Context: an optimization exercise on an open-source flow, tuned for small area. The choices shown serve that exercise and are no tape-out recipe.
Function was checked by simulation only, so behaviour that the tests miss may differ from the original.
No activity file was given, so power comes from the tool's default toggle rates.

## flow/flow/run.sh

```bash
#!/bin/bash
# Own layout flow: the standard flow (standard.sh) with the standard
# synthesis unchanged, and these changes to the later steps:
#  - every port gets a buf_1 as its port buffer;
#  - clock tree synthesis uses clkbuf_8, clusters of up to 16 registers within
#    80 um, and inserts no dummy loads.
# Each step's full output goes to a log file of its own in this folder.
set -euo pipefail
bash standard.sh synth > synth.log 2>&1
export BUFFER_PORTS_ARGS="-buffer_cell sky130_fd_sc_hd__buf_1"
export CTS_ARGS="-sink_clustering_enable -repair_clock_nets -dont_use_dummy_load -buf_list sky130_fd_sc_hd__clkbuf_8 -sink_clustering_size 16 -sink_clustering_max_diameter 80"
bash standard.sh floorplan > floorplan.log 2>&1
bash standard.sh place > place.log 2>&1
bash standard.sh cts > cts.log 2>&1
bash standard.sh route > route.log 2>&1
bash standard.sh finish > finish.log 2>&1
```

## flow/standard.sh

```bash
#!/bin/bash
# synth_recipe.tcl (not shown) runs the flow's synth.tcl, then flattens the netlist and writes it again
# the make line also repeats each setting of config.mk as NAME=value (left out here)
make -C /OpenROAD-flow-scripts/flow DESIGN_CONFIG=/design/flow/config.mk WORK_HOME=/design/flow/orfs CLKGATE_MAP_FILE= SYNTH_SCRIPT=/design/flow/synth_recipe.tcl "${@:-finish}"
```

## flow/config.mk

```make
export PLATFORM = sky130hd
export DESIGN_NAME = moving_average_deviation_detector_unit
export DESIGN_NICKNAME = moving_average_deviation_detector_unit
export VERILOG_FILES = /design/flow/design.v
export SDC_FILE = /design/flow/constraint.sdc
export NUM_CORES = 4
export LEC_CHECK = 0
export CAP_MARGIN = 5
export CORE_MARGIN = 2
export CORE_UTILIZATION = 50
export GPL_TIMING_DRIVEN = 0
export SLEW_MARGIN = 5
```

## flow/constraint.sdc

```tcl
create_clock -name core_clock -period 4.5 [get_ports {clk_i}]
set_input_delay 0.9000 -clock core_clock [delete_from_list [all_inputs] [get_ports {clk_i}]]
set_output_delay 0.9000 -clock core_clock [all_outputs]
set_load 0.01 [all_outputs]
```

## flow/design.v

```verilog
package madd_pkg;
  localparam int WinLen    = 16;
  localparam int WinLog    = $clog2(WinLen);
  localparam int SmpW      = 16;
  localparam int SumW      = SmpW + WinLog;
  localparam int DevW      = SumW + 1;
  localparam int ThrW      = 15;
  localparam int HoldW     = 8;
  localparam int LimW      = ThrW + WinLog;
  localparam int CfgIdxW   = 1;
  localparam int CfgDataW  = 15;
  localparam int EvtW      = 2;
  localparam int OutTdataW = 8;
  localparam logic [ThrW-1:0]  ThrRst  = ThrW'(768);
  localparam logic [HoldW-1:0] HoldRst = HoldW'(30);
  typedef enum logic [CfgIdxW-1:0] {
    CfgThreshold = 1'b0,
    CfgHoldoff   = 1'b1
  } cfg_idx_e;
  typedef enum logic [EvtW-1:0] {
    EvtNone    = 2'd0,
    EvtBump    = 2'd1,
    EvtPothole = 2'd2
  } evt_e;
  typedef struct packed {
    logic                   vld;
    logic signed [SmpW-1:0] data;
  } cell_t;
endpackage
module madd_cell (
  input  logic                        clk_i,
  input  logic                        en_i,
  input  logic [madd_pkg::SmpW-1:0]   d_i,
  output logic [madd_pkg::SmpW-1:0]   q_o
);
  always_ff @(posedge clk_i) begin
    if (en_i) begin
      q_o <= d_i;
    end
  end
endmodule
module madd_eval (
  input  logic [madd_pkg::SmpW-1:0]  smp_i,
  input  logic [madd_pkg::SumW-1:0]  sum_i,
  input  logic [madd_pkg::ThrW-1:0]  thr_i,
  output logic                       hit_pos_o,
  output logic                       hit_neg_o
);
  logic [madd_pkg::SmpW-1:0] x;
  logic [madd_pkg::SumW-1:0] r;
  logic [madd_pkg::ThrW-1:0] t;
  logic f_pos, f_neg;   
  logic nc1;
  logic nc10;
  logic nc11;
  logic nc12;
  logic nc13;
  logic nc14;
  logic nc15;
  logic nc16;
  logic nc17;
  logic nc18;
  logic nc19;
  logic nc2;
  logic nc3;
  logic nc4;
  logic nc5;
  logic nc6;
  logic nc7;
  logic nc8;
  logic nc9;
  logic nkG0;
  logic nkG1;
  logic nkG10;
  logic nkG11;
  logic nkG12;
  logic nkG13;
  logic nkG14;
  logic nkG15;
  logic nkG16;
  logic nkG17;
  logic nkG18;
  logic nkG19;
  logic nkG2;
  logic nkG3;
  logic nkG4;
  logic nkG5;
  logic nkG6;
  logic nkG7;
  logic nkG8;
  logic nkG9;
  logic nkT0;
  logic nkT1;
  logic nkT10;
  logic nkT11;
  logic nkT12;
  logic nkT13;
  logic nkT14;
  logic nkT15;
  logic nkT16;
  logic nkT17;
  logic nkT18;
  logic nkT19;
  logic nkT2;
  logic nkT3;
  logic nkT4;
  logic nkT5;
  logic nkT6;
  logic nkT7;
  logic nkT8;
  logic nkT9;
  logic nkg0;
  logic nkg1;
  logic nkg10;
  logic nkg11;
  logic nkg12;
  logic nkg13;
  logic nkg14;
  logic nkg15;
  logic nkg16;
  logic nkg17;
  logic nkg18;
  logic nkg19;
  logic nkg2;
  logic nkg20;
  logic nkg3;
  logic nkg4;
  logic nkg5;
  logic nkg6;
  logic nkg7;
  logic nkg8;
  logic nkg9;
  logic nkt0;
  logic nkt1;
  logic nkt10;
  logic nkt11;
  logic nkt12;
  logic nkt13;
  logic nkt14;
  logic nkt15;
  logic nkt16;
  logic nkt17;
  logic nkt18;
  logic nkt19;
  logic nkt2;
  logic nkt20;
  logic nkt3;
  logic nkt4;
  logic nkt5;
  logic nkt6;
  logic nkt7;
  logic nkt8;
  logic nkt9;
  logic ns1;
  logic ns10;
  logic ns11;
  logic ns12;
  logic ns13;
  logic ns14;
  logic ns15;
  logic ns16;
  logic ns17;
  logic ns18;
  logic ns19;
  logic ns2;
  logic ns3;
  logic ns4;
  logic ns5;
  logic ns6;
  logic ns7;
  logic ns8;
  logic ns9;
  logic pc0;
  logic pc1;
  logic pc10;
  logic pc11;
  logic pc12;
  logic pc13;
  logic pc14;
  logic pc15;
  logic pc16;
  logic pc17;
  logic pc18;
  logic pc19;
  logic pc2;
  logic pc3;
  logic pc4;
  logic pc5;
  logic pc6;
  logic pc7;
  logic pc8;
  logic pc9;
  logic pkG0;
  logic pkG1;
  logic pkG10;
  logic pkG11;
  logic pkG12;
  logic pkG13;
  logic pkG14;
  logic pkG15;
  logic pkG16;
  logic pkG17;
  logic pkG18;
  logic pkG19;
  logic pkG2;
  logic pkG3;
  logic pkG4;
  logic pkG5;
  logic pkG6;
  logic pkG7;
  logic pkG8;
  logic pkG9;
  logic pkT0;
  logic pkT1;
  logic pkT10;
  logic pkT11;
  logic pkT12;
  logic pkT13;
  logic pkT14;
  logic pkT15;
  logic pkT16;
  logic pkT17;
  logic pkT18;
  logic pkT19;
  logic pkT2;
  logic pkT3;
  logic pkT4;
  logic pkT5;
  logic pkT6;
  logic pkT7;
  logic pkT8;
  logic pkT9;
  logic pkg0;
  logic pkg1;
  logic pkg10;
  logic pkg11;
  logic pkg12;
  logic pkg13;
  logic pkg14;
  logic pkg15;
  logic pkg16;
  logic pkg17;
  logic pkg18;
  logic pkg19;
  logic pkg2;
  logic pkg20;
  logic pkg3;
  logic pkg4;
  logic pkg5;
  logic pkg6;
  logic pkg7;
  logic pkg8;
  logic pkg9;
  logic pkt0;
  logic pkt1;
  logic pkt10;
  logic pkt11;
  logic pkt12;
  logic pkt13;
  logic pkt14;
  logic pkt15;
  logic pkt16;
  logic pkt17;
  logic pkt18;
  logic pkt19;
  logic pkt2;
  logic pkt20;
  logic pkt3;
  logic pkt4;
  logic pkt5;
  logic pkt6;
  logic pkt7;
  logic pkt8;
  logic pkt9;
  logic ps0;
  logic ps1;
  logic ps10;
  logic ps11;
  logic ps12;
  logic ps13;
  logic ps14;
  logic ps15;
  logic ps16;
  logic ps17;
  logic ps18;
  logic ps19;
  logic ps2;
  logic ps3;
  logic ps4;
  logic ps5;
  logic ps6;
  logic ps7;
  logic ps8;
  logic ps9;
  logic wc0;
  logic wc1;
  logic wc10;
  logic wc11;
  logic wc12;
  logic wc13;
  logic wc14;
  logic wc15;
  logic wc16;
  logic wc17;
  logic wc18;
  logic wc2;
  logic wc3;
  logic wc4;
  logic wc5;
  logic wc6;
  logic wc7;
  logic wc8;
  logic wc9;
  logic ws0;
  logic ws1;
  logic ws10;
  logic ws11;
  logic ws12;
  logic ws13;
  logic ws14;
  logic ws15;
  logic ws16;
  logic ws17;
  logic ws18;
  logic ws2;
  logic ws3;
  logic ws4;
  logic ws5;
  logic ws6;
  logic ws7;
  logic ws8;
  logic ws9;
  assign x = smp_i;
  assign r = sum_i;
  assign t = thr_i;
  assign ws0 = r[0] ^ x[0] ^ 1'b1;
  assign wc0 = (r[0] & x[0]) | (r[0] & 1'b1) | (x[0] & 1'b1);
  assign ws1 = r[1] ^ x[1];
  assign wc1 = r[1] & x[1];
  assign ws2 = r[2] ^ x[2] ^ 1'b1;
  assign wc2 = (r[2] & x[2]) | (r[2] & 1'b1) | (x[2] & 1'b1);
  assign ws3 = r[3] ^ x[3] ^ 1'b1;
  assign wc3 = (r[3] & x[3]) | (r[3] & 1'b1) | (x[3] & 1'b1);
  assign ws4 = r[4] ^ x[4] ^ ~x[0];
  assign wc4 = (r[4] & x[4]) | (r[4] & ~x[0]) | (x[4] & ~x[0]);
  assign ws5 = r[5] ^ x[5] ^ ~x[1];
  assign wc5 = (r[5] & x[5]) | (r[5] & ~x[1]) | (x[5] & ~x[1]);
  assign ws6 = r[6] ^ x[6] ^ ~x[2];
  assign wc6 = (r[6] & x[6]) | (r[6] & ~x[2]) | (x[6] & ~x[2]);
  assign ws7 = r[7] ^ x[7] ^ ~x[3];
  assign wc7 = (r[7] & x[7]) | (r[7] & ~x[3]) | (x[7] & ~x[3]);
  assign ws8 = r[8] ^ x[8] ^ ~x[4];
  assign wc8 = (r[8] & x[8]) | (r[8] & ~x[4]) | (x[8] & ~x[4]);
  assign ws9 = r[9] ^ x[9] ^ ~x[5];
  assign wc9 = (r[9] & x[9]) | (r[9] & ~x[5]) | (x[9] & ~x[5]);
  assign ws10 = r[10] ^ x[10] ^ ~x[6];
  assign wc10 = (r[10] & x[10]) | (r[10] & ~x[6]) | (x[10] & ~x[6]);
  assign ws11 = r[11] ^ x[11] ^ ~x[7];
  assign wc11 = (r[11] & x[11]) | (r[11] & ~x[7]) | (x[11] & ~x[7]);
  assign ws12 = r[12] ^ x[12] ^ ~x[8];
  assign wc12 = (r[12] & x[12]) | (r[12] & ~x[8]) | (x[12] & ~x[8]);
  assign ws13 = r[13] ^ x[13] ^ ~x[9];
  assign wc13 = (r[13] & x[13]) | (r[13] & ~x[9]) | (x[13] & ~x[9]);
  assign ws14 = r[14] ^ x[14] ^ ~x[10];
  assign wc14 = (r[14] & x[14]) | (r[14] & ~x[10]) | (x[14] & ~x[10]);
  assign ws15 = r[15] ^ x[15] ^ ~x[11];
  assign wc15 = (r[15] & x[15]) | (r[15] & ~x[11]) | (x[15] & ~x[11]);
  assign ws16 = r[16] ^ x[15] ^ ~x[12];
  assign wc16 = (r[16] & x[15]) | (r[16] & ~x[12]) | (x[15] & ~x[12]);
  assign ws17 = r[17] ^ x[15] ^ ~x[13];
  assign wc17 = (r[17] & x[15]) | (r[17] & ~x[13]) | (x[15] & ~x[13]);
  assign ws18 = r[18] ^ x[15] ^ ~x[14];
  assign wc18 = (r[18] & x[15]) | (r[18] & ~x[14]) | (x[15] & ~x[14]);
  assign ps0 = ws0 ^ 1'b1;
  assign pc0 = ws0 & 1'b1;
  assign ps1 = wc0 ^ ws1 ^ 1'b1;
  assign pc1 = (wc0 & ws1) | (wc0 & 1'b1) | (ws1 & 1'b1);
  assign ps2 = wc1 ^ ws2;
  assign pc2 = wc1 & ws2;
  assign ps3 = wc2 ^ ws3;
  assign pc3 = wc2 & ws3;
  assign ps4 = wc3 ^ ws4 ^ t[0];
  assign pc4 = (wc3 & ws4) | (wc3 & t[0]) | (ws4 & t[0]);
  assign ps5 = wc4 ^ ws5 ^ t[1];
  assign pc5 = (wc4 & ws5) | (wc4 & t[1]) | (ws5 & t[1]);
  assign ps6 = wc5 ^ ws6 ^ t[2];
  assign pc6 = (wc5 & ws6) | (wc5 & t[2]) | (ws6 & t[2]);
  assign ps7 = wc6 ^ ws7 ^ t[3];
  assign pc7 = (wc6 & ws7) | (wc6 & t[3]) | (ws7 & t[3]);
  assign ps8 = wc7 ^ ws8 ^ t[4];
  assign pc8 = (wc7 & ws8) | (wc7 & t[4]) | (ws8 & t[4]);
  assign ps9 = wc8 ^ ws9 ^ t[5];
  assign pc9 = (wc8 & ws9) | (wc8 & t[5]) | (ws9 & t[5]);
  assign ps10 = wc9 ^ ws10 ^ t[6];
  assign pc10 = (wc9 & ws10) | (wc9 & t[6]) | (ws10 & t[6]);
  assign ps11 = wc10 ^ ws11 ^ t[7];
  assign pc11 = (wc10 & ws11) | (wc10 & t[7]) | (ws11 & t[7]);
  assign ps12 = wc11 ^ ws12 ^ t[8];
  assign pc12 = (wc11 & ws12) | (wc11 & t[8]) | (ws12 & t[8]);
  assign ps13 = wc12 ^ ws13 ^ t[9];
  assign pc13 = (wc12 & ws13) | (wc12 & t[9]) | (ws13 & t[9]);
  assign ps14 = wc13 ^ ws14 ^ t[10];
  assign pc14 = (wc13 & ws14) | (wc13 & t[10]) | (ws14 & t[10]);
  assign ps15 = wc14 ^ ws15 ^ t[11];
  assign pc15 = (wc14 & ws15) | (wc14 & t[11]) | (ws15 & t[11]);
  assign ps16 = wc15 ^ ws16 ^ t[12];
  assign pc16 = (wc15 & ws16) | (wc15 & t[12]) | (ws16 & t[12]);
  assign ps17 = wc16 ^ ws17 ^ t[13];
  assign pc17 = (wc16 & ws17) | (wc16 & t[13]) | (ws17 & t[13]);
  assign ps18 = wc17 ^ ws18 ^ t[14];
  assign pc18 = (wc17 & ws18) | (wc17 & t[14]) | (ws18 & t[14]);
  assign ps19 = wc18 ^ ~r[19];
  assign pc19 = wc18 & ~r[19];
  assign pkg0 = ps0 & 1'b0;
  assign pkt0 = ps0 | 1'b0;
  assign pkg1 = pc0 & ps1;
  assign pkt1 = pc0 | ps1;
  assign pkg2 = pc1 & ps2;
  assign pkt2 = pc1 | ps2;
  assign pkg3 = pc2 & ps3;
  assign pkt3 = pc2 | ps3;
  assign pkg4 = pc3 & ps4;
  assign pkt4 = pc3 | ps4;
  assign pkg5 = pc4 & ps5;
  assign pkt5 = pc4 | ps5;
  assign pkg6 = pc5 & ps6;
  assign pkt6 = pc5 | ps6;
  assign pkg7 = pc6 & ps7;
  assign pkt7 = pc6 | ps7;
  assign pkg8 = pc7 & ps8;
  assign pkt8 = pc7 | ps8;
  assign pkg9 = pc8 & ps9;
  assign pkt9 = pc8 | ps9;
  assign pkg10 = pc9 & ps10;
  assign pkt10 = pc9 | ps10;
  assign pkg11 = pc10 & ps11;
  assign pkt11 = pc10 | ps11;
  assign pkg12 = pc11 & ps12;
  assign pkt12 = pc11 | ps12;
  assign pkg13 = pc12 & ps13;
  assign pkt13 = pc12 | ps13;
  assign pkg14 = pc13 & ps14;
  assign pkt14 = pc13 | ps14;
  assign pkg15 = pc14 & ps15;
  assign pkt15 = pc14 | ps15;
  assign pkg16 = pc15 & ps16;
  assign pkt16 = pc15 | ps16;
  assign pkg17 = pc16 & ps17;
  assign pkt17 = pc16 | ps17;
  assign pkg18 = pc17 & ps18;
  assign pkt18 = pc17 | ps18;
  assign pkg19 = pc18 & ps19;
  assign pkt19 = pc18 | ps19;
  assign pkg20 = pc19 & 1'b1;
  assign pkt20 = pc19 | 1'b1;
  assign pkG0 = pkg1 | (pkt1 & pkg0);
  assign pkT0 = pkt1 & pkt0;
  assign pkG1 = pkg3 | (pkt3 & pkg2);
  assign pkT1 = pkt3 & pkt2;
  assign pkG2 = pkg5 | (pkt5 & pkg4);
  assign pkT2 = pkt5 & pkt4;
  assign pkG3 = pkg7 | (pkt7 & pkg6);
  assign pkT3 = pkt7 & pkt6;
  assign pkG4 = pkg9 | (pkt9 & pkg8);
  assign pkT4 = pkt9 & pkt8;
  assign pkG5 = pkg11 | (pkt11 & pkg10);
  assign pkT5 = pkt11 & pkt10;
  assign pkG6 = pkg13 | (pkt13 & pkg12);
  assign pkT6 = pkt13 & pkt12;
  assign pkG7 = pkg15 | (pkt15 & pkg14);
  assign pkT7 = pkt15 & pkt14;
  assign pkG8 = pkg17 | (pkt17 & pkg16);
  assign pkT8 = pkt17 & pkt16;
  assign pkG9 = pkg19 | (pkt19 & pkg18);
  assign pkT9 = pkt19 & pkt18;
  assign pkG10 = pkG1 | (pkT1 & pkG0);
  assign pkT10 = pkT1 & pkT0;
  assign pkG11 = pkG3 | (pkT3 & pkG2);
  assign pkT11 = pkT3 & pkT2;
  assign pkG12 = pkG5 | (pkT5 & pkG4);
  assign pkT12 = pkT5 & pkT4;
  assign pkG13 = pkG7 | (pkT7 & pkG6);
  assign pkT13 = pkT7 & pkT6;
  assign pkG14 = pkG9 | (pkT9 & pkG8);
  assign pkT14 = pkT9 & pkT8;
  assign pkG15 = pkG11 | (pkT11 & pkG10);
  assign pkT15 = pkT11 & pkT10;
  assign pkG16 = pkG13 | (pkT13 & pkG12);
  assign pkT16 = pkT13 & pkT12;
  assign pkG17 = pkg20 | (pkt20 & pkG14);
  assign pkT17 = pkt20 & pkT14;
  assign pkG18 = pkG16 | (pkT16 & pkG15);
  assign pkT18 = pkT16 & pkT15;
  assign pkG19 = pkG17 | (pkT17 & pkG18);
  assign pkT19 = pkT17 & pkT18;
  assign f_pos = 1'b1 ^ 1'b0 ^ pkG19;
  assign ns1 = ~wc0 ^ ~ws1;
  assign nc1 = ~wc0 & ~ws1;
  assign ns2 = ~wc1 ^ ~ws2;
  assign nc2 = ~wc1 & ~ws2;
  assign ns3 = ~wc2 ^ ~ws3;
  assign nc3 = ~wc2 & ~ws3;
  assign ns4 = ~wc3 ^ ~ws4 ^ t[0];
  assign nc4 = (~wc3 & ~ws4) | (~wc3 & t[0]) | (~ws4 & t[0]);
  assign ns5 = ~wc4 ^ ~ws5 ^ t[1];
  assign nc5 = (~wc4 & ~ws5) | (~wc4 & t[1]) | (~ws5 & t[1]);
  assign ns6 = ~wc5 ^ ~ws6 ^ t[2];
  assign nc6 = (~wc5 & ~ws6) | (~wc5 & t[2]) | (~ws6 & t[2]);
  assign ns7 = ~wc6 ^ ~ws7 ^ t[3];
  assign nc7 = (~wc6 & ~ws7) | (~wc6 & t[3]) | (~ws7 & t[3]);
  assign ns8 = ~wc7 ^ ~ws8 ^ t[4];
  assign nc8 = (~wc7 & ~ws8) | (~wc7 & t[4]) | (~ws8 & t[4]);
  assign ns9 = ~wc8 ^ ~ws9 ^ t[5];
  assign nc9 = (~wc8 & ~ws9) | (~wc8 & t[5]) | (~ws9 & t[5]);
  assign ns10 = ~wc9 ^ ~ws10 ^ t[6];
  assign nc10 = (~wc9 & ~ws10) | (~wc9 & t[6]) | (~ws10 & t[6]);
  assign ns11 = ~wc10 ^ ~ws11 ^ t[7];
  assign nc11 = (~wc10 & ~ws11) | (~wc10 & t[7]) | (~ws11 & t[7]);
  assign ns12 = ~wc11 ^ ~ws12 ^ t[8];
  assign nc12 = (~wc11 & ~ws12) | (~wc11 & t[8]) | (~ws12 & t[8]);
  assign ns13 = ~wc12 ^ ~ws13 ^ t[9];
  assign nc13 = (~wc12 & ~ws13) | (~wc12 & t[9]) | (~ws13 & t[9]);
  assign ns14 = ~wc13 ^ ~ws14 ^ t[10];
  assign nc14 = (~wc13 & ~ws14) | (~wc13 & t[10]) | (~ws14 & t[10]);
  assign ns15 = ~wc14 ^ ~ws15 ^ t[11];
  assign nc15 = (~wc14 & ~ws15) | (~wc14 & t[11]) | (~ws15 & t[11]);
  assign ns16 = ~wc15 ^ ~ws16 ^ t[12];
  assign nc16 = (~wc15 & ~ws16) | (~wc15 & t[12]) | (~ws16 & t[12]);
  assign ns17 = ~wc16 ^ ~ws17 ^ t[13];
  assign nc17 = (~wc16 & ~ws17) | (~wc16 & t[13]) | (~ws17 & t[13]);
  assign ns18 = ~wc17 ^ ~ws18 ^ t[14];
  assign nc18 = (~wc17 & ~ws18) | (~wc17 & t[14]) | (~ws18 & t[14]);
  assign ns19 = ~wc18 ^ ~~r[19];
  assign nc19 = ~wc18 & ~~r[19];
  assign nkg0 = ~ws0 & 1'b0;
  assign nkt0 = ~ws0 | 1'b0;
  assign nkg1 = ns1 & 1'b0;
  assign nkt1 = ns1 | 1'b0;
  assign nkg2 = nc1 & ns2;
  assign nkt2 = nc1 | ns2;
  assign nkg3 = nc2 & ns3;
  assign nkt3 = nc2 | ns3;
  assign nkg4 = nc3 & ns4;
  assign nkt4 = nc3 | ns4;
  assign nkg5 = nc4 & ns5;
  assign nkt5 = nc4 | ns5;
  assign nkg6 = nc5 & ns6;
  assign nkt6 = nc5 | ns6;
  assign nkg7 = nc6 & ns7;
  assign nkt7 = nc6 | ns7;
  assign nkg8 = nc7 & ns8;
  assign nkt8 = nc7 | ns8;
  assign nkg9 = nc8 & ns9;
  assign nkt9 = nc8 | ns9;
  assign nkg10 = nc9 & ns10;
  assign nkt10 = nc9 | ns10;
  assign nkg11 = nc10 & ns11;
  assign nkt11 = nc10 | ns11;
  assign nkg12 = nc11 & ns12;
  assign nkt12 = nc11 | ns12;
  assign nkg13 = nc12 & ns13;
  assign nkt13 = nc12 | ns13;
  assign nkg14 = nc13 & ns14;
  assign nkt14 = nc13 | ns14;
  assign nkg15 = nc14 & ns15;
  assign nkt15 = nc14 | ns15;
  assign nkg16 = nc15 & ns16;
  assign nkt16 = nc15 | ns16;
  assign nkg17 = nc16 & ns17;
  assign nkt17 = nc16 | ns17;
  assign nkg18 = nc17 & ns18;
  assign nkt18 = nc17 | ns18;
  assign nkg19 = nc18 & ns19;
  assign nkt19 = nc18 | ns19;
  assign nkg20 = nc19 & 1'b1;
  assign nkt20 = nc19 | 1'b1;
  assign nkG0 = nkg1 | (nkt1 & nkg0);
  assign nkT0 = nkt1 & nkt0;
  assign nkG1 = nkg3 | (nkt3 & nkg2);
  assign nkT1 = nkt3 & nkt2;
  assign nkG2 = nkg5 | (nkt5 & nkg4);
  assign nkT2 = nkt5 & nkt4;
  assign nkG3 = nkg7 | (nkt7 & nkg6);
  assign nkT3 = nkt7 & nkt6;
  assign nkG4 = nkg9 | (nkt9 & nkg8);
  assign nkT4 = nkt9 & nkt8;
  assign nkG5 = nkg11 | (nkt11 & nkg10);
  assign nkT5 = nkt11 & nkt10;
  assign nkG6 = nkg13 | (nkt13 & nkg12);
  assign nkT6 = nkt13 & nkt12;
  assign nkG7 = nkg15 | (nkt15 & nkg14);
  assign nkT7 = nkt15 & nkt14;
  assign nkG8 = nkg17 | (nkt17 & nkg16);
  assign nkT8 = nkt17 & nkt16;
  assign nkG9 = nkg19 | (nkt19 & nkg18);
  assign nkT9 = nkt19 & nkt18;
  assign nkG10 = nkG1 | (nkT1 & nkG0);
  assign nkT10 = nkT1 & nkT0;
  assign nkG11 = nkG3 | (nkT3 & nkG2);
  assign nkT11 = nkT3 & nkT2;
  assign nkG12 = nkG5 | (nkT5 & nkG4);
  assign nkT12 = nkT5 & nkT4;
  assign nkG13 = nkG7 | (nkT7 & nkG6);
  assign nkT13 = nkT7 & nkT6;
  assign nkG14 = nkG9 | (nkT9 & nkG8);
  assign nkT14 = nkT9 & nkT8;
  assign nkG15 = nkG11 | (nkT11 & nkG10);
  assign nkT15 = nkT11 & nkT10;
  assign nkG16 = nkG13 | (nkT13 & nkG12);
  assign nkT16 = nkT13 & nkT12;
  assign nkG17 = nkg20 | (nkt20 & nkG14);
  assign nkT17 = nkt20 & nkT14;
  assign nkG18 = nkG16 | (nkT16 & nkG15);
  assign nkT18 = nkT16 & nkT15;
  assign nkG19 = nkG17 | (nkT17 & nkG18);
  assign nkT19 = nkT17 & nkT18;
  assign f_neg = 1'b1 ^ 1'b0 ^ nkG19;
  assign hit_pos_o = f_pos;
  assign hit_neg_o = f_neg;
endmodule
module madd_upd (
  input  logic [madd_pkg::SumW-1:0]  sum_i,
  input  logic [madd_pkg::SmpW-1:0]  add_i,
  input  logic [madd_pkg::SmpW-1:0]  sub_i,
  output logic [madd_pkg::SumW-1:0]  sum_o
);
  logic [madd_pkg::SumW-1:0] r, s, c, p, g;
  logic [madd_pkg::SmpW-1:0] a, b;
  logic kg0;
  logic kg1;
  logic kg10;
  logic kg11;
  logic kg12;
  logic kg13;
  logic kg14;
  logic kg15;
  logic kg16;
  logic kg17;
  logic kg18;
  logic kg19;
  logic kg2;
  logic kg20;
  logic kg21;
  logic kg22;
  logic kg23;
  logic kg24;
  logic kg25;
  logic kg26;
  logic kg27;
  logic kg28;
  logic kg29;
  logic kg3;
  logic kg30;
  logic kg31;
  logic kg32;
  logic kg4;
  logic kg5;
  logic kg6;
  logic kg7;
  logic kg8;
  logic kg9;
  logic kp0;
  logic kp1;
  logic kp10;
  logic kp11;
  logic kp12;
  logic kp13;
  logic kp14;
  logic kp15;
  logic kp16;
  logic kp17;
  logic kp18;
  logic kp19;
  logic kp2;
  logic kp20;
  logic kp21;
  logic kp22;
  logic kp23;
  logic kp24;
  logic kp25;
  logic kp26;
  logic kp27;
  logic kp28;
  logic kp29;
  logic kp3;
  logic kp30;
  logic kp31;
  logic kp32;
  logic kp4;
  logic kp5;
  logic kp6;
  logic kp7;
  logic kp8;
  logic kp9;
  assign r = sum_i;
  assign a = add_i;
  assign b = sub_i;
  assign s[0] = (r[0] ^ a[0] ^ ~b[0]);
  assign c[0] = 1'b1;
  assign s[1] = (r[1] ^ a[1] ^ ~b[1]);
  assign c[1] = ((r[0] & a[0]) | (r[0] & ~b[0]) | (a[0] & ~b[0]));
  assign s[2] = (r[2] ^ a[2] ^ ~b[2]);
  assign c[2] = ((r[1] & a[1]) | (r[1] & ~b[1]) | (a[1] & ~b[1]));
  assign s[3] = (r[3] ^ a[3] ^ ~b[3]);
  assign c[3] = ((r[2] & a[2]) | (r[2] & ~b[2]) | (a[2] & ~b[2]));
  assign s[4] = (r[4] ^ a[4] ^ ~b[4]);
  assign c[4] = ((r[3] & a[3]) | (r[3] & ~b[3]) | (a[3] & ~b[3]));
  assign s[5] = (r[5] ^ a[5] ^ ~b[5]);
  assign c[5] = ((r[4] & a[4]) | (r[4] & ~b[4]) | (a[4] & ~b[4]));
  assign s[6] = (r[6] ^ a[6] ^ ~b[6]);
  assign c[6] = ((r[5] & a[5]) | (r[5] & ~b[5]) | (a[5] & ~b[5]));
  assign s[7] = (r[7] ^ a[7] ^ ~b[7]);
  assign c[7] = ((r[6] & a[6]) | (r[6] & ~b[6]) | (a[6] & ~b[6]));
  assign s[8] = (r[8] ^ a[8] ^ ~b[8]);
  assign c[8] = ((r[7] & a[7]) | (r[7] & ~b[7]) | (a[7] & ~b[7]));
  assign s[9] = (r[9] ^ a[9] ^ ~b[9]);
  assign c[9] = ((r[8] & a[8]) | (r[8] & ~b[8]) | (a[8] & ~b[8]));
  assign s[10] = (r[10] ^ a[10] ^ ~b[10]);
  assign c[10] = ((r[9] & a[9]) | (r[9] & ~b[9]) | (a[9] & ~b[9]));
  assign s[11] = (r[11] ^ a[11] ^ ~b[11]);
  assign c[11] = ((r[10] & a[10]) | (r[10] & ~b[10]) | (a[10] & ~b[10]));
  assign s[12] = (r[12] ^ a[12] ^ ~b[12]);
  assign c[12] = ((r[11] & a[11]) | (r[11] & ~b[11]) | (a[11] & ~b[11]));
  assign s[13] = (r[13] ^ a[13] ^ ~b[13]);
  assign c[13] = ((r[12] & a[12]) | (r[12] & ~b[12]) | (a[12] & ~b[12]));
  assign s[14] = (r[14] ^ a[14] ^ ~b[14]);
  assign c[14] = ((r[13] & a[13]) | (r[13] & ~b[13]) | (a[13] & ~b[13]));
  assign s[15] = (r[15] ^ ~a[15] ^ b[15]);
  assign c[15] = ((r[14] & a[14]) | (r[14] & ~b[14]) | (a[14] & ~b[14]));
  assign s[16] = ~r[16];
  assign c[16] = ((r[15] & ~a[15]) | (r[15] & b[15]) | (~a[15] & b[15]));
  assign s[17] = ~r[17];
  assign c[17] = r[16];
  assign s[18] = ~r[18];
  assign c[18] = r[17];
  assign s[19] = ~r[19];
  assign c[19] = r[18];
  assign p = s ^ c;
  assign g = s & c;
  assign kg0 = g[1] | (p[1] & g[0]);
  assign kp0 = p[1] & p[0];
  assign kg1 = g[3] | (p[3] & g[2]);
  assign kp1 = p[3] & p[2];
  assign kg2 = g[5] | (p[5] & g[4]);
  assign kp2 = p[5] & p[4];
  assign kg3 = g[7] | (p[7] & g[6]);
  assign kp3 = p[7] & p[6];
  assign kg4 = g[9] | (p[9] & g[8]);
  assign kp4 = p[9] & p[8];
  assign kg5 = g[11] | (p[11] & g[10]);
  assign kp5 = p[11] & p[10];
  assign kg6 = g[13] | (p[13] & g[12]);
  assign kp6 = p[13] & p[12];
  assign kg7 = g[15] | (p[15] & g[14]);
  assign kp7 = p[15] & p[14];
  assign kg8 = g[17] | (p[17] & g[16]);
  assign kp8 = p[17] & p[16];
  assign kg9 = g[19] | (p[19] & g[18]);
  assign kp9 = p[19] & p[18];
  assign kg10 = kg1 | (kp1 & kg0);
  assign kp10 = kp1 & kp0;
  assign kg11 = kg3 | (kp3 & kg2);
  assign kp11 = kp3 & kp2;
  assign kg12 = kg5 | (kp5 & kg4);
  assign kp12 = kp5 & kp4;
  assign kg13 = kg7 | (kp7 & kg6);
  assign kp13 = kp7 & kp6;
  assign kg14 = kg9 | (kp9 & kg8);
  assign kp14 = kp9 & kp8;
  assign kg15 = kg11 | (kp11 & kg10);
  assign kp15 = kp11 & kp10;
  assign kg16 = kg13 | (kp13 & kg12);
  assign kp16 = kp13 & kp12;
  assign kg17 = kg16 | (kp16 & kg15);
  assign kp17 = kp16 & kp15;
  assign kg18 = kg12 | (kp12 & kg15);
  assign kp18 = kp12 & kp15;
  assign kg19 = kg14 | (kp14 & kg17);
  assign kp19 = kp14 & kp17;
  assign kg20 = kg2 | (kp2 & kg10);
  assign kp20 = kp2 & kp10;
  assign kg21 = kg4 | (kp4 & kg15);
  assign kp21 = kp4 & kp15;
  assign kg22 = kg6 | (kp6 & kg18);
  assign kp22 = kp6 & kp18;
  assign kg23 = kg8 | (kp8 & kg17);
  assign kp23 = kp8 & kp17;
  assign kg24 = g[2] | (p[2] & kg0);
  assign kp24 = p[2] & kp0;
  assign kg25 = g[4] | (p[4] & kg10);
  assign kp25 = p[4] & kp10;
  assign kg26 = g[6] | (p[6] & kg20);
  assign kp26 = p[6] & kp20;
  assign kg27 = g[8] | (p[8] & kg15);
  assign kp27 = p[8] & kp15;
  assign kg28 = g[10] | (p[10] & kg21);
  assign kp28 = p[10] & kp21;
  assign kg29 = g[12] | (p[12] & kg18);
  assign kp29 = p[12] & kp18;
  assign kg30 = g[14] | (p[14] & kg22);
  assign kp30 = p[14] & kp22;
  assign kg31 = g[16] | (p[16] & kg17);
  assign kp31 = p[16] & kp17;
  assign kg32 = g[18] | (p[18] & kg23);
  assign kp32 = p[18] & kp23;
  assign sum_o = p ^ {kg32, kg23, kg31, kg17, kg30, kg22, kg29, kg18, kg28, kg21, kg27, kg15, kg26, kg20, kg25, kg10, kg24, kg0, g[0], 1'b0};
endmodule
module moving_average_deviation_detector_unit (
  input  logic                               clk_i,
  input  logic                               rst_ni,
  input  logic                               cfg_we_i,
  input  logic [madd_pkg::CfgIdxW-1:0]       cfg_idx_i,
  input  logic [madd_pkg::CfgDataW-1:0]      cfg_wdata_i,
  input  logic                               s_axis_tvalid,
  output logic                               s_axis_tready,
  input  logic [madd_pkg::SmpW-1:0]          s_axis_tdata,   
  output logic                               m_axis_tvalid,
  input  logic                               m_axis_tready,
  output logic [madd_pkg::OutTdataW-1:0]     m_axis_tdata    
);
  localparam int WinLen = madd_pkg::WinLen;
  localparam int SumW   = madd_pkg::SumW;
  localparam int SmpW   = madd_pkg::SmpW;
  localparam int HoldW  = madd_pkg::HoldW;
  logic [madd_pkg::ThrW-1:0] thr_q;
  logic [HoldW-1:0]          hold_len_q;
  always_ff @(posedge clk_i or negedge rst_ni) begin
    if (!rst_ni) begin
      thr_q      <= madd_pkg::ThrRst;
      hold_len_q <= madd_pkg::HoldRst;
    end else if (cfg_we_i) begin
      if (cfg_idx_i == madd_pkg::CfgHoldoff) begin
        hold_len_q <= cfg_wdata_i[HoldW-1:0];
      end else begin
        thr_q <= cfg_wdata_i[madd_pkg::ThrW-1:0];
      end
    end
  end
  logic ovld_q;
  logic accept;
  assign s_axis_tready = !ovld_q || m_axis_tready;
  assign accept        = s_axis_tvalid && s_axis_tready;
  logic [SmpW-1:0] win [WinLen];
  assign win[0] = s_axis_tdata;
  for (genvar k = 0; k < WinLen - 1; k++) begin : g_cell
    madd_cell u_cell (
      .clk_i (clk_i),
      .en_i  (accept),
      .d_i   (win[k]),
      .q_o   (win[k+1])
    );
  end
  logic            fill_q;
  logic [SumW-1:0] sum_q, sum_d;
  logic [SmpW-1:0] smp_in, smp_out;
  assign smp_in  = accept ? s_axis_tdata : '0;
  assign smp_out = (accept && fill_q) ? win[WinLen-1] : '0;
  madd_upd u_upd (
    .sum_i (sum_q),
    .add_i (smp_in),
    .sub_i (smp_out),
    .sum_o (sum_d)
  );
  always_ff @(posedge clk_i or negedge rst_ni) begin
    if (!rst_ni) begin
      sum_q <= '0;
    end else begin
      sum_q <= sum_d;
    end
  end
  logic hit_pos, hit_neg;
  madd_eval u_eval (
    .smp_i     (s_axis_tdata),
    .sum_i     (sum_q),
    .thr_i     (thr_q),
    .hit_pos_o (hit_pos),
    .hit_neg_o (hit_neg)
  );
  logic [HoldW-1:0] hold_q, hold_cur;
  logic             hold_dirty_q, evt_pos_q, evt_neg_q, blank;
  assign hold_cur = (hold_dirty_q && (evt_pos_q || evt_neg_q)) ? hold_len_q : hold_q;
  assign blank    = hold_cur != '0;
  always_ff @(posedge clk_i or negedge rst_ni) begin
    if (!rst_ni) begin
      hold_q       <= HoldW'(WinLen - 1);
      hold_dirty_q <= 1'b0;
      fill_q       <= 1'b0;
      ovld_q       <= 1'b0;
    end else begin
      hold_q       <= hold_cur;
      hold_dirty_q <= accept;
      if (accept) begin
        if (blank) begin
          hold_q <= hold_cur - 1'b1;
        end
        if (hold_cur == HoldW'(1)) begin
          fill_q <= 1'b1;
        end
      end
      ovld_q <= accept || (ovld_q && !m_axis_tready);
    end
  end
  always_ff @(posedge clk_i) begin
    if (accept) begin
      evt_pos_q <= hit_pos && !blank;
      evt_neg_q <= hit_neg && !blank;
    end
  end
  assign m_axis_tvalid = ovld_q;
  assign m_axis_tdata  = madd_pkg::OutTdataW'({evt_neg_q, evt_pos_q});
endmodule
```

==> results by group, run 1 <==
Worst hold path
  – Class of the most critical hold timing path: in2async

Clock network
  – Clock tree from TritonCTS: yes
  – CTS H-tree depth: 1
  – Clock sink total: 296
  – Maximum count of clock buffers along a single path: 3
  – Clock latency of the later-clocked register in the worst-skew pair: ~0.55 ns
  – # hold bufs at CTS: 0
  – Reg clk slew, reported paths: 0.10 ns
  – Clock tree root buffer cell: sky130_fd_sc_hd__clkbuf_8
  – Num CTS Buffers: 22
  – Number of buffers added for setup after CTS: 0

Die
  – Number of placement rows: 58
  – DIE AREA: ~26000 um2
  – Initial cell density of the core: 0.504
  – Count of boundary I/O pins: 47
  – Die Ht: 163 um
  – Horizontal die dimension: 163 um
  – CORE AREA: 25000 um2

STA
  – Layout Skew: 0.0356 ns
  – Fmax: 233 MHz
  – Fin. Hold Viols: 0
  – Setup repair after global routing missed its margin: false
  – Actual slew at the worst max-slew pin: 0.795 ns
  – Number of setup violations in the final report: 0
  – Post-route minimum period: between 4 and 5 ns
  – Remaining max-slew budget at the tightest pin: 0.470
  – Period utilization: 0.955
  – Pins over their slew limit: 0

Yosys
  – Flip-flop and latch count after synthesis: 296
  – Number of cells produced by synthesis: 775
  – Sequential fraction of the synthesis area: 0.686
  – Number of unique standard cell types used by synthesis: 57
  – Async set-reset flop share out of synthesis: 0.182
  – Mean instance size in the synthesized netlist: ~16 um2
  – Commonest register cell after synthesis: sky130_fd_sc_hd__edfxtp_1
  – YS warnings: 4
  – EDFF count, synth: 242
  – Post-synth design cell area: 12600 um2

Final layout
  – Layout filler cell count: 2061
  – Filler-free cell count of the finished design: 1175
  – Leading cell type in the layout, fill and taps excluded: sky130_fd_sc_hd__edfxtp_1
  – Commonest non-fill, non-tap cells in the layout: sky130_fd_sc_hd__edfxtp_1, sky130_fd_sc_hd__inv_1, sky130_fd_sc_hd__fa_1
  – Area Overhead vs Synth: 8.13%
  – Final standard cell utilization of the core: 0.545
  – Fraction of layout instances using a drive strength above 1: 0.103
  – Total number of nets in the final design: 986
  – Ant diodes: 0

Routing
  – Pre-Repair DR Iteration Count: 4
  – DRT iter0 DRCs: 270
  – Overall via count from detail_route: 6054
  – Via density per instance: 5.15
  – Post-route DRC: 0
  – Final ANT Viol Nets: 0
  – Routed wire length: 21300 um
  – Average detailed-routed wire length per instance: 18.1 um

GRT
  – GRT Overall Usage: 0.169
  – Wire length of the first global-routing pass: 34300 um
  – Number of global-route vias before repair: approximately 6400
  – Maximum number of pins on one net before global-route repair: 127
  – Total congestion overflow: 0
  – Initial antenna violation count: 2

Setup path
  – R2r startpoint: ovld_q$_DFF_PN0_
  – Data required, critical path: 4.91 ns
  – Critical Path AT: 4.71 ns
  – Worst Path Class, Setup: in2reg
  – Startpoint of the worst setup timing path: m_axis_tready
  – Flop2flop setup slack: ~0.3 ns
  – Maximum net fanout on the critical path: 10
  – Worst r2r path cells: 15
  – Type of element launching the critical path: primary input
  – Sort of element at the end of the critical path: register

Place
  – Cell count after placement: 1151
  – I/O Buffers: 40
  – DP Wirelength: 13900 um
  – GPL Wtd Cong: 0.831

Pwr
  – Static power due to leakage: 5.31 nW
  – Total power per unit cell area: 569 nW/um2
  – Worst voltage drop across the vdd grid: 0.269 mV

Outcome
  – Outcome: finished clean

Run
  – Maximum capacitance violations: 0
==> final cells by class <==
class / count / area (um2) / area share
Clock buffer: 22 / 303 / 0.0223
Multi-Input combinational cell: 344 / 3430 / 0.252
Sequential cell: 296 / 8630 / 0.635
Timing Repair Buffer: 43 / 236 / 0.0174
Tap cell: 330 / 413 / 0.0304
Inverter: 124 / 468 / 0.0344
Buffer: 16 / 118 / 0.00865
==> worst paths after layout <==
path | end
max in group asynchronous | hold_q[0]$_DFF_PN1_
worst max-delay path | sum_q[17]$_DFF_PN0_
worst max register to register | sum_q[17]$_DFF_PN0_
worst min register to register | g_cell[6].u_cell.q_o[0]$_DFFE_PN_
min in group core_clock | g_cell[6].u_cell.q_o[0]$_DFFE_PN_
worst min-delay path | sum_q[7]$_DFF_PN0_
==> state kept, by name (all words and copies together), names as in the netlist <==
signal             flops
hold_len_q             8
hold_dirty_q           1
evt_neg_q              1
thr_q                 15
g_cell.u_cell.q_o    240
sum_q                 20
fill_q                 1
hold_q                 8
evt_pos_q              1
ovld_q                 1
==> cell families after synthesis <==
| kind of cell | count (synthesis) | share of synthesized area |
|---|---|---|
| flops | 296 | 0.686 |
| buf+inv | 140 | 0.0444 |
| simple gates | 110 | 0.0439 |
| fa+ha+maj | 103 | 0.145 |
| compound gates | 80 | 0.0443 |
| mux | 28 | 0.0242 |
| xor+xnor | 17 | 0.0118 |
| other cells | 1 | 0.000298 |
==> critical path: stages <==
cell                       delay, ns
sky130_fd_sc_hd__buf_1          0.07
sky130_fd_sc_hd__nand2b_2       0.21
sky130_fd_sc_hd__nand2_2        0.18
sky130_fd_sc_hd__inv_4          0.12
sky130_fd_sc_hd__clkbuf_1       0.24
sky130_fd_sc_hd__and3_1         0.26
sky130_fd_sc_hd__fa_1           0.50
sky130_fd_sc_hd__inv_1          0.04
sky130_fd_sc_hd__ha_1           0.34
sky130_fd_sc_hd__a21o_1         0.19
sky130_fd_sc_hd__a21o_1         0.17
sky130_fd_sc_hd__a221o_1        0.38
sky130_fd_sc_hd__o21ai_0        0.38
sky130_fd_sc_hd__nand2_1        0.14
sky130_fd_sc_hd__fa_1           0.42
sky130_fd_sc_hd__xor2_1         0.15
==> power by group <==
group / internal (mW) / switching [mW] / leakage (nW)
clock: 0.440 / 0.770 / 0.158
sequential: 3.33 / 0.150 / 2.93
combinational: 1.31 / 1.73 / 2.22
==> stage by stage <==
| step | setup TNS [ns] | hold slack [ns] | cell area [um2] | total power [mW] | worst slack, ns |
|---|---|---|---|---|---|
| 2_1_floorplan | -0.0155 | 0.400 | 12600 | 5.82 | -0.0155 |
| 3_3_place_gp | -7.71 | 0.400 | 13200 | 6.35 | -0.879 |
| 3_5_place_dp | -10.31 | 0.405 | 13200 | 6.58 | -1.03 |
| 4_1_cts | 0 | 0.295 | 13600 | 7.83 | 0.0742 |
| 5_1_grt | 0 | 0.310 | 13600 | 8.36 | 0.00622 |
| 6_report | 0 | 0.327 | 13600 | 7.73 | 0.204 |
==> repair_timing <==
| action | in CTS | in global routing |
|---|---|---|
| setup endpoints to repair | 11 | 1 |
| resized for setup | 1 | 1 |
| gates cloned | 2 | 0 |
==> cells in the mapped netlist, types with 14 or more instances <==
cell type                  number  area share
sky130_fd_sc_hd__inv_1        124       0.037
sky130_fd_sc_hd__dfrtp_1       44       0.088
sky130_fd_sc_hd__a21oi_1       16      0.0064
sky130_fd_sc_hd__and3_1        15      0.0075
sky130_fd_sc_hd__nor2_1        29      0.0087
sky130_fd_sc_hd__edfxtp_1     242        0.58
sky130_fd_sc_hd__fa_1          71        0.11
sky130_fd_sc_hd__mux2_2        19       0.017
sky130_fd_sc_hd__xnor2_1       14      0.0098
sky130_fd_sc_hd__nand2_1       30      0.0090
sky130_fd_sc_hd__ha_1          31       0.031
==> layer usage <==
metal,vias to the layer above,global-route usage,part of all wire
li1,2804,-,-
met1,3098,0.245,0.47
met2,106,0.265,0.47
met3,42,0.0280,0.039
met4,4,0.0539,0.026
met5,-,0,0.0014
==> inputs of run 2 (changes only) <==
==> flow/flow/run.sh (replaced) <==
#!/bin/bash
# Own layout flow: the standard flow (standard.sh) with the standard
# synthesis unchanged, and these changes to the later steps:
#  - every port gets a buf_1 as its port buffer;
#  - clock tree synthesis uses clkbuf_8, clusters of up to 18 registers within
#    90 um, and inserts no dummy loads.
# Each step's full output goes to a log file of its own in this folder.
set -euo pipefail
bash standard.sh synth > synth.log 2>&1
export BUFFER_PORTS_ARGS="-buffer_cell sky130_fd_sc_hd__buf_1"
export CTS_ARGS="-sink_clustering_enable -repair_clock_nets -dont_use_dummy_load -buf_list sky130_fd_sc_hd__clkbuf_8 -sink_clustering_size 18 -sink_clustering_max_diameter 90"
bash standard.sh floorplan > floorplan.log 2>&1
bash standard.sh place > place.log 2>&1
bash standard.sh cts > cts.log 2>&1
bash standard.sh route > route.log 2>&1
bash standard.sh finish > finish.log 2>&1
--- a/flow/config.mk
+++ b/flow/config.mk
@@ -6,7 +6,7 @@
 export NUM_CORES = 4
 export LEC_CHECK = 0
-export CAP_MARGIN = 5
+export CAP_MARGIN = 20
 export CORE_MARGIN = 2
 export CORE_UTILIZATION = 50
 export GPL_TIMING_DRIVEN = 0
-export SLEW_MARGIN = 5
+export SLEW_MARGIN = 20
==> run 2 against run 1 <==
Cell count down 0.17%. Critical path depth up 1. Largest cell class unchanged. Worst setup slack better by 0.083 ns. Register-to-register slack better by 0.03 ns. Still clean. Synthesized cell count unchanged. Sequential power about the same. Routed wire length about the same. Highest routed layer unchanged. Cell area down 0.19%.
==> results by group, run 2 <==
Outcome
  – Outcome: finished clean

Pwr
  – Sequential share of power: 0.451
  – Design internal power: 5.05 mW
  – Net switching power figure: 2.66 mW
  – Worst voltage drop across the vdd grid: 0.253 mV
  – Switching part of the total power: 0.345
  – Share of total power in combinational logic: 0.398
  – Total power per unit cell area: 568 nW/um2
  – Clock power frac: 0.151
  – Static power due to leakage: 5.30 nW

Die
  – Horizontal die dimension: 163 um
  – Die Ht: between 150 and 200 um
  – Initial cell density of the core: 0.504
  – DIE AREA: 26400 um2
  – CORE AREA: around 25000 um2
  – Count of boundary I/O pins: 47
  – Number of placement rows: slightly below 60

Setup path
  – Worst Path Class, Setup: in2reg
  – Critical path's largest stage delay: around 0.6 ns
  – Worst r2r path cells: 16
  – Data required, critical path: slightly below 5 ns
  – Chain of cells forming the critical path: buf_1 > nand2b_2 > nand2_2 > inv_4 > clkbuf_2 > and3_1 > fa_1 > inv_1 > ha_1 > and4_1 > nand3_1 > a21oi_2 > o21ai_1 > a311o_1 > fa_1 > xnor2_1 > xnor2_1
  – Top delay family on crit path: adder cells
  – Critical Path AT: 4.66 ns
  – Type of element launching the critical path: primary input
  – Buffering stage count on the worst path with inverters included: 4
  – Critical-path top delay cell: sky130_fd_sc_hd__fa_1
  – Sort of element at the end of the critical path: register
  – Maximum net fanout on the critical path: 10
  – Path length in cells of the critical path: 17

Yosys
  – Top cells by instance count after synthesis: sky130_fd_sc_hd__edfxtp_1, sky130_fd_sc_hd__inv_1, sky130_fd_sc_hd__fa_1
  – Number of unique standard cell types used by synthesis: 57
  – Most area-consuming cells after synthesis: sky130_fd_sc_hd__edfxtp_1, sky130_fd_sc_hd__fa_1, sky130_fd_sc_hd__dfrtp_1, sky130_fd_sc_hd__inv_1, sky130_fd_sc_hd__ha_1
  – Post-synth design cell area: 12600 um2
  – Portion of netlist area occupied by mux cells: 0.0242
  – Sequential fraction of the synthesis area: 0.686
  – Number of cells produced by synthesis: 775
  – EDFF count, synth: between 200 and 250
  – Adder-Cell Fraction of Synth Area: 0.145
  – Commonest register cell after synthesis: sky130_fd_sc_hd__edfxtp_1
  – Flip-flop and latch count after synthesis: slightly below 300
  – Synth Area in Simple Gates: 0.0439
  – Proportion of netlist area held by the largest area contributor: 0.578
  – Async set-reset flop share out of synthesis: 0.182
  – Compound-gate portion of the synthesized area: 0.0443
  – XOR/XNOR share of the synthesized area: 0.0118
  – Dominant combinational cell family by area after synthesis: adder cells
  – Top cell type by total area after synthesis: sky130_fd_sc_hd__edfxtp_1
  – YS warnings: 4
  – Count leader, synth: sky130_fd_sc_hd__edfxtp_1
  – Mean instance size in the synthesized netlist: 16.2 um2

Clock network
  – CTS H-tree depth: 1
  – Clock sink total: between 200 and 300
  – Clock latency of the later-clocked register in the worst-skew pair: between 0.5 and 0.6 ns
  – Maximum count of clock buffers along a single path: 3
  – Number of buffers added for setup after CTS: 0
  – # hold bufs at CTS: 0
  – Reg clk slew, reported paths: about 0.12 ns
  – Clock tree root buffer cell: sky130_fd_sc_hd__clkbuf_8
  – Num CTS Buffers: 20
  – Clock tree from TritonCTS: yes

STA
  – Setup_tns: 0 ns
  – Pins over their slew limit: 0
  – Actual slew at the worst max-slew pin: roughly 0.77 ns
  – Fmax: 237 MHz
  – Remaining max-slew budget at the tightest pin: 0.484
  – Layout Skew: 0.0529 ns
  – Post-route minimum period: 4.21 ns
  – Setup repair after global routing missed its margin: false
  – Number of setup violations in the final report: 0
  – Fin. Hold Viols: 0
  – Period utilization: 0.936
  – Least setup slack across all paths after layout: 0.287 ns

GRT
  – GRT Overall Usage: 0.169
  – Initial antenna violation count: 2
  – Total congestion overflow: 0
  – Wire length of the first global-routing pass: 34300 um
  – Maximum number of pins on one net before global-route repair: 127
  – Number of global-route vias before repair: 6457

Place
  – I/O Buffers: 40
  – Worst setup slack after placement: -1.04 ns
  – DP Wirelength: around 14000 um
  – GPL Wtd Cong: between 0.8 and 0.9

Routing
  – Overall via count from detail_route: around 6100
  – Routed wire length: 21300 um
  – Average detailed-routed wire length per instance: about 18 um
  – Via density per instance: a little over 5
  – Pre-Repair DR Iteration Count: 5
  – Final ANT Viol Nets: 0
  – DRT iter0 DRCs: around 310
  – Post-route DRC: 0

Final layout
  – Largest registers: g_cell.u_cell.q_o: 240 flops, sum_q: 20 flops, thr_q: 15 flops
  – Top register by number of flip-flops: g_cell.u_cell.q_o
  – Total number of nets in the final design: 984
  – Largest register FFs: 240
  – Ant diodes: 0
  – Leading cell type in the layout, fill and taps excluded: sky130_fd_sc_hd__edfxtp_1
  – Final standard cell utilization of the core: 0.544
  – Commonest non-fill, non-tap cells in the layout: sky130_fd_sc_hd__edfxtp_1, sky130_fd_sc_hd__inv_1, sky130_fd_sc_hd__fa_1
  – Fraction of layout instances using a drive strength above 1: 0.102
  – Area Overhead vs Synth: 7.92%

Worst hold path
  – Class of the most critical hold timing path: in2async

Run
  – Maximum capacitance violations: 0
-- run 2: per-layer routing --
layer	vias up	GRT usage	part of all wire
met5	-	0	0.0014
met4	4	0.0583	0.031
met3	52	0.0278	0.047
met2	133	0.260	0.46
met1	3102	0.247	0.46
li1	2800	-	-
-- run 2: final cells by class --
cell class,count,area (um2)
timing repair buffer,43,236
buffer,16,119
fill,2046,11400
tap,330,413
sequential,296,8630
multi-input combinational,344,3430
inverter,124,468
clock buffer,20,275
-- run 2: repair_timing --
item                                    4_1_cts  5_1_grt
endpoints found under the setup margin       11        1
gates resized for setup                       1        4
cloned                                        2        0
-- run 2: power groups by stage --
stage / Combinational (mW) / Clock, mW / Sequential [mW]
2_1_floorplan: 2.34 / 0 / 3.48
3_3_place_gp: 2.83 / 0 / 3.52
3_5_place_dp: 3.04 / 0 / 3.54
4_1_cts: 3.07 / 1.23 / 3.48
5_1_grt: 3.51 / 1.32 / 3.51
6_report: 3.07 / 1.17 / 3.48
-- run 2: metrics by stage --
stage	hold WS (ns)	cell area (um2)	power [mW]	std cells
floorplan	0.400	12600	5.82	780
global placement	0.400	13200	6.35	1150
detailed placement	0.405	13200	6.58	1151
CTS	0.344	13600	7.79	1173
global route	0.372	13600	8.33	1173
finish	0.369	13600	7.71	1173
-- run 2: logic make-up after synthesis --
logic type      Yosys count
flops                   296
buf+inv                 140
fa+ha+maj               103
other cells               1
mux                      28
simple gates            110
xor+xnor                 17
compound gates           80
-- run 2: worst paths after layout --
check / startpoint / to / slack, ns
worst min register to register: g_cell[5].u_cell.q_o[4]$_DFFE_PN_ / g_cell[6].u_cell.q_o[4]$_DFFE_PN_ / 0.38
max in group asynchronous: rst_ni / hold_q[1]$_DFF_PN1_ / 3.39
min in group core_clock: g_cell[5].u_cell.q_o[4]$_DFFE_PN_ / g_cell[6].u_cell.q_o[4]$_DFFE_PN_ / 0.38
worst max register to register: ovld_q$_DFF_PN0_ / sum_q[19]$_DFF_PN0_ / 0.33
worst min-delay path: rst_ni / hold_dirty_q$_DFF_PN0_ / 0.37
worst max-delay path: m_axis_tready / sum_q[19]$_DFF_PN0_ / 0.29

==> what the ideal ports hide <==
Ports are ideal in the flow. The routed layouts listed here were re-timed in OpenROAD.
Step 1: set_driving_cell puts a clkbuf_16 on clk_i and a buf_2 on each other input, an assumption about the parent block.
Step 2 also shifts input and output timing later by t, the mid clock arrival at the registers, as if the neighbouring blocks saw the same clock.
a / b / c = ideal / step 1 / step 2; a / b = the first two.
run	t, ns	setup WS [ns]	hold WS [ns]	clock arrival spread, ns
run 1	0.575	0.204 / 0.227 / -0.348	0.327 / 0.302 / 0.383	0.040 / 0.040
run 2	0.569	0.287 / 0.309 / -0.260	0.369 / 0.349 / 0.379	0.053 / 0.053
With both steps, setup timing fails in run 1 and run 2, where it was met with ideal ports. For run 1, which loses most, drivers alone change the setup slack by +0.023 ns; drivers and shift together by -0.552 ns.
